Source: an optimization exercise on an open RTL-to-GDS flow (aim: a short achievable clock period and few clock cycles). Production flows keep margins and buffers that such runs may drop.
Only simulation tests tie the RTL to the original design; equivalence was not proved.
Power figures rest on the tool's default switching activity, not on a simulated workload.

`flow/design.v`:
```
module cache #(
    parameter int INDEX_BITS = 5
) (
    input  logic        clk,
    input  logic        rst,
    input  logic        cpu_req,
    input  logic        cpu_we,
    input  logic [31:0] cpu_addr,
    input  logic [31:0] cpu_wdata,
    output logic [31:0] cpu_rdata,
    output logic        cpu_ready,
    output logic        mem_req,
    output logic        mem_we,
    output logic [31:0] mem_addr,
    output logic [31:0] mem_wdata,
    input  logic [31:0] mem_rdata,
    input  logic        mem_ready
);
    localparam int LINES    = 1 << INDEX_BITS;
    localparam int TAG_BITS = 28 - INDEX_BITS;
    localparam int LO_BITS  = INDEX_BITS - 2;    
    localparam int NCAND    = 4;                 
    logic                  idle_q, chk_q, refill_q;
    logic [1:0]            beat_q, cnt_q;
    logic [LINES-1:0]      valid_q;
    logic [TAG_BITS-1:0]   tag_q  [LINES];
    logic [31:0]           data_q [LINES][4];
    logic [LINES-1:0]      selm_q;       
    logic [LINES-1:0]      idx_oh_q;     
    logic [NCAND-1:0]      hi_oh_q;      
    logic [31:0]           cand_q [NCAND];
    logic                  outsel_q;     
    logic [31:0]           rdata_q;
    logic                  pend_rf_q, pend_wr_q;
    logic [1:0]            pend_word_q;
    logic [31:0]           pend_data_q;
    logic [TAG_BITS-1:0]   addr_tag;
    logic [INDEX_BITS-1:0] addr_index;
    logic [1:0]            addr_word;
    logic                  unused_addr_bits;
    assign addr_tag         = cpu_addr[31:4+INDEX_BITS];
    assign addr_index       = cpu_addr[3+INDEX_BITS:4];
    assign addr_word        = cpu_addr[3:2];
    assign unused_addr_bits = ^cpu_addr[1:0];
    logic hit2, miss_go, xfer, last, pend_applies, fwd;
    logic [LINES-1:0] selm_d;
    always_comb begin
        for (int i = 0; i < LINES; i++)
            selm_d[i] = valid_q[i] && (tag_q[i] == addr_tag) && (addr_index == INDEX_BITS'(i));
    end
    assign hit2    = |selm_q;
    assign miss_go = chk_q & ~hit2;
    assign last    = cnt_q == 2'd3;
    assign mem_req   = refill_q | miss_go | (idle_q & cpu_req & cpu_we);
    assign mem_we    = idle_q;
    assign mem_addr  = {cpu_addr[31:4], idle_q ? addr_word : beat_q, 2'b00};
    assign mem_wdata = cpu_wdata;
    assign cpu_ready = (chk_q & hit2) | (mem_ready & ((refill_q & last) | (idle_q & cpu_we)));
    logic [31:0] cand_sel;
    always_comb begin
        cand_sel = '0;
        for (int k = 0; k < NCAND; k++)
            cand_sel |= cand_q[k] & {32{hi_oh_q[k]}};
    end
    assign cpu_rdata = outsel_q ? cand_sel : rdata_q;
    assign xfer         = mem_req & mem_ready;
    assign pend_applies = pend_rf_q | (pend_wr_q & (|selm_q));
    assign fwd          = pend_applies && (idx_oh_q[addr_index]) && (pend_word_q == addr_word);
    always_ff @(posedge clk or posedge rst) begin
        if (rst) begin
            idle_q    <= 1'b1;
            chk_q     <= 1'b0;
            refill_q  <= 1'b0;
            valid_q   <= '0;
            pend_rf_q <= 1'b0;
            pend_wr_q <= 1'b0;
        end else begin
            idle_q    <= (idle_q & ~(cpu_req & ~cpu_we)) | (chk_q & hit2) | (refill_q & last & mem_ready);
            chk_q     <= idle_q & cpu_req & ~cpu_we;
            refill_q  <= miss_go | (refill_q & ~(last & mem_ready));
            pend_rf_q <= xfer & ~idle_q;
            pend_wr_q <= xfer & idle_q;
            for (int i = 0; i < LINES; i++) begin
                if (miss_go && idx_oh_q[i]) valid_q[i] <= 1'b0;
                if (refill_q && last && mem_ready && idx_oh_q[i]) valid_q[i] <= 1'b1;
            end
        end
    end
    always_ff @(posedge clk) begin
        selm_q   <= selm_d;
        idx_oh_q <= LINES'(1) << addr_index;
        hi_oh_q  <= NCAND'(1) << addr_index[INDEX_BITS-1:LO_BITS];
        for (int k = 0; k < NCAND; k++)
            cand_q[k] <= data_q[{k[INDEX_BITS-LO_BITS-1:0], addr_index[LO_BITS-1:0]}][addr_word];
        outsel_q <= idle_q & ~fwd;
        if (idle_q) begin
            beat_q  <= addr_word;
            cnt_q   <= 2'd0;
            rdata_q <= pend_data_q;
        end else if (xfer) begin
            beat_q <= beat_q + 2'd1;
            cnt_q  <= cnt_q + 2'd1;
            if (cnt_q == 2'd0) rdata_q <= mem_rdata;
        end
        if (xfer) begin
            pend_word_q <= mem_addr[3:2];
            pend_data_q <= idle_q ? cpu_wdata : mem_rdata;
        end
        for (int i = 0; i < LINES; i++) begin
            if (miss_go && idx_oh_q[i]) tag_q[i] <= addr_tag;
            if ((pend_rf_q && idx_oh_q[i]) || (pend_wr_q && selm_q[i]))
                data_q[i][pend_word_q] <= pend_data_q;
        end
    end
endmodule
```
`flow/run.sh`:
```
#!/bin/bash
# synth_recipe.tcl (not shown) runs the flow's synth.tcl, then flattens the netlist and writes it again
# the make line also repeats each setting of config.mk as NAME=value (left out here)
make -C /OpenROAD-flow-scripts/flow DESIGN_CONFIG=/design/flow/config.mk WORK_HOME=/design/flow/orfs CLKGATE_MAP_FILE= SYNTH_SCRIPT=/design/flow/synth_recipe.tcl finish
```
`flow/config.mk`:
```
export PLATFORM = sky130hd
export DESIGN_NAME = cache
export DESIGN_NICKNAME = cache
export VERILOG_FILES = /design/flow/design.v
export SDC_FILE = /design/flow/constraint.sdc
export NUM_CORES = 4
export LEC_CHECK = 0
export ABC_CLOCK_PERIOD_IN_PS = 3000
export CAP_MARGIN = 20
export CORE_MARGIN = 2
export CORE_UTILIZATION = 50
export SETUP_SLACK_MARGIN = 3.7
export SLEW_MARGIN = 20
export TNS_END_PERCENT = 100
```
`flow/constraint.sdc`:
```
create_clock -name core_clock -period 7.0 [get_ports {clk}]
set_input_delay 1.4000 -clock core_clock [delete_from_list [all_inputs] [get_ports {clk}]]
set_output_delay 1.4000 -clock core_clock [all_outputs]
set_load 0.01 [all_outputs]
```
==> qor.yml <==
status: "no timing/DRC/antenna violations"
final_cells: 15400
cpPeakStageDelay_ps: 540
report.final.hold_viol_count: 0
power.density_nw_per_um2: 282
start_util_pct: 50.1
startpoint: "hi_oh_q[3]"
synth_top_cells_by_area: "edfxtp_1, mux4_2, dfxtp_1, xnor2_1, xor2_1"
synthCells: 9110
reg2reg_to: "tag_q[30][13]"
worstPathArrival_ps: 2940
worst_setup_path_start_kind: "flop"
hpwl_um: 287000
grt_pass1_vias: 97600
cellLeakagePower_nw: 71.4
synth_top_area_share_pct: 74.9
grt.total_usage_pct: 26.7
crit_path_top_delay_cell: "a22oi_2"
required_ps: 5600
setup_slack_ps: 2660
design_area_sq_um: 226000
synth_edf_count: 4900
fin_nets: 9847
ir_worst_vdd_mv: 0.262
dp_cells: 14300
crit_end: "cpu_rdata[6]"
crit_buf_inv: 4
yosysUniqueCellTypes: 43
rrSetupSlack_ps: 3750
placed_area_sq_um: 206000
hold_class: "reg -> reg"
rows: 230
gp_routability_congestion: 0.824
tightestPinTransition_ps: 1160
routed_wl_um: 532000
num_vias: 95500
die_h_um: 631
path_delay_family: "compound AO/OA/AOI/OAI gates"
cp_max_fo: 4
ys.flop_type: "edfxtp_1"
die_w_um: 631
cts_buffers: 533
wl_per_cell_um: 34.5
drive_gt1_share_pct: 27.4
rsz0062_at_grt: "true"
h-tree-depth: 6
cap_violations: 0
synth_area_sq_um: 196000
synth_seq_area_share_pct: 77.5
antenna_found_initial: 13
async_reset_ff_share_pct: 0.720
post-route-period-util_pct: 61.9
io_buffers: 195
regArea_sq_um: 152000
cts_tree: "built"
core_area_sq_um: 392000
cts.sinks: 5136
ctsLongestPathBuffers: 4
die_area_sq_um: 398000
synthToLayoutAreaGrowth_pct: 15.0
first_iter_violations: 11900
multiInputGateArea_sq_um: 43400
ys_ff_latch: 5136
crit_type: "reg -> out"
cp.depth: 6
io_pins: 200
ff2ff_path_depth: 6
clock_latency_ps: 1080
final_cell_mix: "edfxtp_1, mux4_2, clkbuf_16"
grt_first_pass_wirelength_um: 743000
worstPathCellList: "buf_12, buf_12, buf_12, a22oi_2, a31oi_4, buf_2"
setup_viol: 0
maxSlewHeadroom_pct: 22.6
drcViolationCount: 0
preCtsSetupSlack_ps: 2150
cts.clk_slew.worst_paths_ps: 60
fin_skew_ps: 55.0
crit_path_end_kind: "output port"
n_fill_cell: 28300
overflow: 0
ys_warn_count: 3
syn_avg_cell_area_sq_um: 21.6
cpMostUsedCell: "buf_12"
firstDrtPassIters: 8
layout_commonest_cell: "edfxtp_1"
cts_root_buf: "clkbuf_16"
layout_min_cycle_time_ps: 4340
synth_area_leader_cell: "edfxtp_1"
max_freq_ghz: 0.231
fin_setup_tns_ps: 0
postRouteAntennaNets: 0
vias_per_cell: 6.20
grt_max_degree: 130
drv_slew: 0
r2r_start: "selm_q[7]"
-- per-layer routing --
layer / wire, um / share of wire, % / GRT usage (%) / vias up
met5: 0 / 0 / 0 / -
met4: 22000 / 4.1 / 9.86 / 0
met1: 205000 / 39 / 36.2 / 51900
li1: - / - / - / 38500
met2: 263000 / 49 / 44.1 / 4239
met3: 42000 / 7.9 / 4.26 / 849
-- layout make-up --
cell class,count,share of cell area [%]
tap,5220,2.89
antenna,15,0.0166
clock inverter,220,0.928
clock buffer,745,6.61
inverter,45,0.0804
multi-input combinational,3393,19.2
timing repair buffer,635,2.85
sequential,5136,67.4
-- logic make-up after synthesis --
kind of cell / count (synthesis) / synth area share [%]
xor+xnor: 739 / 3.30
buf+inv: 582 / 1.35
simple gates: 1081 / 2.52
mux: 1269 / 14.3
flops: 5136 / 77.5
fa+ha+maj: 2 / 0.0127
compound gates: 300 / 1.06
other cells: 1 / 0.00191
-- synthesized netlist by cell type, types with 11 or more instances --
| master | number |
|---|---|
| nor4_1 | 121 |
| a21oi_1 | 22 |
| xnor2_1 | 402 |
| dfrtp_1 | 36 |
| mux4_2 | 1229 |
| nor2_1 | 207 |
| buf_2 | 114 |
| nand2b_1 | 39 |
| buf_4 | 76 |
| a22oi_1 | 150 |
| edfxtp_1 | 4900 |
| xor2_1 | 337 |
| buf_1 | 106 |
| inv_1 | 43 |
| nand2_1 | 508 |
| o21ai_0 | 44 |
| a31oi_1 | 34 |
| and2_1 | 33 |
| o211ai_1 | 15 |
| mux2_2 | 11 |
| mux2i_1 | 29 |
| dfxtp_1 | 199 |
| nand4_1 | 138 |
| nor3_1 | 18 |
| clkbuf_1 | 236 |
-- repair_timing --
action | 4_1_cts | 5_1_grt
hold buffers | 0 | 0
endpoints found under the setup margin | 936 | 449
setup buffers | 44 | 20
pin swaps | 67 | 58
cloned | 18 | 0
gates resized for setup | 610 | 58
-- state kept, by name, indices dropped and copies added (netlist names), 32 cells and up --
name,cells
tag_q,736
selm_q,32
data_q,4096
idx_oh_q,32
cand_q,128
valid_q,32
rdata_q,32
pend_data_q,32
-- worst min-delay path by stage --
stage | from | end | slack [ps] | cells past startpoint
3_3_place_gp | cnt_q[1] | cnt_q[1] | 480 | 2
3_5_place_dp | idx_oh_q[12] | valid_q[12] | 480 | 2
2_1_floorplan | idx_oh_q[14] | valid_q[14] | 460 | 2
4_1_cts | idx_oh_q[12] | valid_q[12] | 490 | 2
6_report | idx_oh_q[12] | valid_q[12] | 490 | 2
5_1_grt | idx_oh_q[28] | valid_q[28] | 520 | 2
-- worst min-delay path, cell delays in order (launching register included) --
cell     delay [ps]
dfxtp_1         330
nand2_1          60
o21ai_0          60
-- power breakdown --
group | switching (mW) | internal [mW]
logic | 1.43 | 1.11
registers | 0.161 | 33.3
clock network | 11.6 | 16.0
-- metrics by stage --
stage	total power, mW	hold WS (ps)	utilization [%]
6_report	63.7	490	57.6
5_1_grt	65.4	515	57.6
2_1_floorplan	35.5	458	-
3_3_place_gp	36.5	479	52.7
3_5_place_dp	36.5	485	52.7
4_1_cts	64.0	493	57.5
Testbench counts, summed over its fixed seeds: cycles 108,713.

-- static timing again, ports no longer ideal --
No port has a modelled driver above. Below, the same layout with a new extraction and two added sets of constraints.
Step 1: set_driving_cell puts a clkbuf_16 on clk and a buf_2 on each other input, an assumption about the parent block.
Step 2 moves the port delays by t, midway between the first and last clock arrival at a register: inputs arrive t later, outputs are due t later. That takes back most of the time a late clock gives input paths.
a / b / c = ideal ports / drivers / drivers and shift; a / b = the first two.
t, ns: 1.159
setup WS [ns]: 2.664 / 2.555 / 2.522
latest minus earliest clock arrival (ns): 0.061 / 0.061
After both steps setup and hold are still met in this run. For this run, drivers alone change the setup slack by -0.109 ns; drivers and shift together by -0.142 ns.
